This design comes from an exercise in tuning for small area on the open sky130 flow, not from production work.
At most, simulation tests tie the RTL to the original design; equivalence was not proved.
Power figures rest on the tool's default switching activity, not on a simulated workload.

## dcache_controller
module dcache_controller (
  input  logic          clk_i,
  input  logic          rst_i,
  input  logic          cpu_req_i,
  input  logic          cpu_write_i,
  input  logic [31:0]   cpu_addr_i,
  input  logic [31:0]   cpu_data_i,
  output logic [31:0]   cpu_data_o,
  output logic          cpu_stall_o,
  output logic          mem_enable_o,
  output logic          mem_write_o,
  output logic [31:0]   mem_addr_o,
  output logic [255:0]  mem_data_o,
  input  logic [255:0]  mem_data_i,
  input  logic          mem_ack_i
);
  logic          r_wb;
  logic          r_fill;
  logic [15:0]   r_valid;
  logic [15:0]   r_dirty;
  logic [22:0]   r_tag  [16];
  logic [255:0]  r_data [16];
  logic [22:0]   r_missTag;
  logic [3:0]    r_missIdx;
  logic          w_idle;
  logic [22:0]   w_tag;
  logic [3:0]    w_idx;
  logic [2:0]    w_word;
  logic [3:0]    w_selIdx;
  logic [255:0]  w_line;
  logic [22:0]   w_lineTag;
  ...
For scale: roughly 8,100 cells after synthesis, about 650 I/O pins, about 160,000 sq um of cells after synthesis.
Settings: LEC_CHECK=0, CAP_MARGIN=5, CORE_MARGIN=2, CORE_UTILIZATION=45, CTS_BUF_LIST=sky130_fd_sc_hd__clkbuf_8 sky130_fd_sc_hd__clkbuf_16, PLACE_DENSITY=0.6, SLEW_MARGIN=5, SYNTH_HIERARCHICAL=1, SYNTH_MINIMUM_KEEP_SIZE=0; clock period 10.0 ns.
standard.sh (not shown) runs the stock make flow with config.mk's settings and CLKGATE_MAP_FILE= SYNTH_SCRIPT=/design/flow/synth_recipe.tcl, a recipe that flattens the netlist after the stock synthesis.
==> flow/flow/run.sh <==
#!/bin/bash
# Layout flow: the standard synthesis unchanged, then the standard ORFS steps with
# minimum-size port buffers and larger clock-sink clusters without CTS dummy loads.
set -uo pipefail
bash standard.sh synth > synth.log 2>&1 || exit 1
bash standard.sh \
  "BUFFER_PORTS_ARGS=-buffer_cell sky130_fd_sc_hd__buf_1" \
  "CTS_ARGS=-sink_clustering_enable -repair_clock_nets -dont_use_dummy_load -sink_clustering_size 24 -sink_clustering_max_diameter 60 -buf_list {sky130_fd_sc_hd__clkbuf_8 sky130_fd_sc_hd__clkbuf_16}" \
  finish > layout.log 2>&1 || exit 1
Change:
==> flow/flow/run.sh (replaced) <==
#!/bin/bash
# Layout flow: the standard synthesis unchanged, then the standard ORFS steps with
# minimum-size port buffers and clkbuf_8 clock-sink clusters without CTS dummy loads.
set -uo pipefail
bash standard.sh synth > synth.log 2>&1 || exit 1
bash standard.sh \
  "BUFFER_PORTS_ARGS=-buffer_cell sky130_fd_sc_hd__buf_1" \
  "CTS_ARGS=-sink_clustering_enable -repair_clock_nets -dont_use_dummy_load -sink_clustering_size 18 -sink_clustering_max_diameter 50 -buf_list sky130_fd_sc_hd__clkbuf_8" \
  finish > layout.log 2>&1 || exit 1
Settings changed: CTS_BUF_LIST sky130_fd_sc_hd__clkbuf_8 sky130_fd_sc_hd__clkbuf_16 to sky130_fd_sc_hd__clkbuf_8.
What happened:
- The changed run finished clean
- cell count rises by 0.76%
- synthesized area stays the same
- via count is about the same
- maximum frequency falls by 2.5%
- register-to-register slack degrades by 130 ps
- die area does not change
Change:
Settings changed: CORE_UTILIZATION 45 to 55, PLACE_DENSITY 0.6 to 0.68.
The new run completed without violations.
Maximum frequency came out higher by a few percent.
Setup slack gains 340 ps.
Combinational power went down slightly.
Final cell count decreases by a few percent.
Hold slack gets worse by 13 ps.
Power went down slightly.
Die area decreases by about a fifth.
Sequential share of layout area came out higher by 0.72 points.
Utilization went up by 11 points.
Critical path depth does not change.
Design area went down slightly.


rev 12:
dcache_controller, a different RTL version from the one above (not shown whole).
Size: ~8100 cells after synthesis, about 4500 flip-flops, roughly 650 I/O pins, roughly 160000 µm² of cells after synthesis.
==> flow/design.v (excerpt) <==
module dcache_controller (
  input  logic          clk_i,
  input  logic          rst_i,
  input  logic          cpu_req_i,
  input  logic          cpu_write_i,
  input  logic [31:0]   cpu_addr_i,
  input  logic [31:0]   cpu_data_i,
  output logic [31:0]   cpu_data_o,
  output logic          cpu_stall_o,
  output logic          mem_enable_o,
  output logic          mem_write_o,
  output logic [31:0]   mem_addr_o,
  output logic [255:0]  mem_data_o,
  input  logic [255:0]  mem_data_i,
  input  logic          mem_ack_i
);
  logic          r_wb;
  logic          r_fill;
  logic [15:0]   r_valid;
  logic [15:0]   r_dirty;
  logic [22:0]   r_tag  [16];
  logic [255:0]  r_data [16];
  logic [22:0]   r_missTag;
  logic [3:0]    r_missIdx;
  logic          w_idle;
  logic [22:0]   w_tag;
  logic [3:0]    w_idx;
  logic [2:0]    w_word;
  logic [3:0]    w_selIdx;
  logic [255:0]  w_line;
  logic [22:0]   w_lineTag;
  logic          w_hit;
  logic          w_missStart;
  logic          w_storeHit;
  logic          w_fillDone;
  logic [255:0]  w_din;
  logic [1:0]    w_unused;
  assign w_idle   = !r_wb && !r_fill;
  assign w_tag    = cpu_addr_i[31:9];
  assign w_idx    = cpu_addr_i[8:5];
  assign w_word   = cpu_addr_i[4:2];
  assign w_unused = cpu_addr_i[1:0];
  assign w_selIdx  = w_idle ? w_idx : r_missIdx;
  logic [15:0]   w_selOh;
  logic [278:0]  w_rowBits [16];
  logic [278:0]  w_readBits;
  always_comb begin
    for (int s = 0; s < 16; s++) begin
      w_selOh[s]   = (w_selIdx == 4'(s));
      w_rowBits[s] = {r_tag[s], r_data[s]};
    end
  end
  for (genvar b = 0; b < 279; b++) begin : g_rd
    logic [15:0] col;
    for (genvar s = 0; s < 16; s++) begin : g_c
      assign col[s] = w_rowBits[s][b];
    end
    dcache_rdmux16 u_mux (.d_i(col), .sel_i(w_selOh), .q_o(w_readBits[b]));
  end
  assign w_line    = w_readBits[255:0];
  assign w_lineTag = w_readBits[278:256];
  assign w_hit       = w_idle && r_valid[w_selIdx] && (w_lineTag == w_tag);
  assign w_missStart = !rst_i && w_idle && cpu_req_i && !w_hit;
  assign w_storeHit  = !rst_i && cpu_req_i && cpu_write_i && w_hit;
  ...
Settings: LEC_CHECK=0, CAP_MARGIN=5, CORE_MARGIN=2, CORE_UTILIZATION=45, CTS_BUF_LIST=sky130_fd_sc_hd__clkbuf_8 sky130_fd_sc_hd__clkbuf_16, PLACE_DENSITY=0.6, SLEW_MARGIN=5, SYNTH_HIERARCHICAL=1, SYNTH_MINIMUM_KEEP_SIZE=0; clock period 10.0 ns.
==> flow/flow/run.sh <==
#!/bin/bash
# Layout flow: the standard synthesis unchanged, then the standard ORFS steps with
# smaller port buffers, larger clock-sink clusters without dummy loads, and power (area)
# recovery after global routing.
set -uo pipefail
bash standard.sh synth > synth.log 2>&1 || exit 1
bash standard.sh \
  "BUFFER_PORTS_ARGS=-buffer_cell sky130_fd_sc_hd__buf_1" \
  "CTS_ARGS=-sink_clustering_enable -repair_clock_nets -dont_use_dummy_load -sink_clustering_size 24 -sink_clustering_max_diameter 60 -buf_list {sky130_fd_sc_hd__clkbuf_8 sky130_fd_sc_hd__clkbuf_16}" \
  RECOVER_POWER=100 \
  finish > layout.log 2>&1 || exit 1
What the final checks of rev 12 revealed, after a flow that finished every stage, was a layout that fails on capacitance limit, slew limit.
### rev 12 -> rev 13
- CORE_UTILIZATION now 65, was 45
- PLACE_DENSITY now 0.75, was 0.6
### Flow results
On switching share of total power, rev 12 tracks rev 13 almost exactly.
The lower net switching component of the power came out of rev 13.
To summarise rev 13: no stage aborted, but the layout did not pass its checks, failing on capacitance limit, slew limit.
Final instance area, rev 13 and rev 12, lower one = rev 13.
Rev 13 against rev 12: post-CTS clock slew at the launch and capture registers of the worst setup and hold paths grew by 0.02 ns; global-route usage has increased; non-clock buffer count shows a reduction of about 4%.
No run of this note included a check of the RTL's function; only the layout flow was run.

[what the ideal ports hide]
In the flow no input, the clock included, has a driving cell. The finished layouts below were timed again as built, in two steps.
Step 1 assumes that a clkbuf_16 drives the clock port and a buf_2 every other input.
Step 2, shift: input delay + t, output delay - t, t = (earliest + latest rising clock arrival at the registers) / 2. This alone moves slack from input paths to output paths.
Slacks: ideal / step 1 / step 2; pairs: ideal / step 1.
run | t (ns) | slack for setup (ns) | worst hold slack (ns) | slew at the worst register clock pin (ns)
the first run of note 1 | 1.013 | 0.409 / 0.379 / 0.358 | 0.494 / 0.494 / 0.494 | 0.09 / 0.09
the second run of note 1 | 1.213 | 0.159 / 0.121 / 0.120 | 0.495 / 0.495 / 0.495 | 0.11 / 0.11
the third run of note 1 | 1.190 | 0.500 / 0.429 / 0.370 | 0.482 / 0.482 / 0.482 | 0.11 / 0.11
rev 12 | 1.052 | 0.475 / 0.445 / -0.357 | 0.470 / 0.470 / 0.470 | 0.09 / 0.09
rev 13 | 0.995 | 0.273 / 0.273 / -0.597 | 0.457 / 0.457 / 0.457 | 0.10 / 0.10
For rev 13, which loses most, drivers alone change the setup slack by 0.000 ns; drivers and shift together by -0.870 ns.
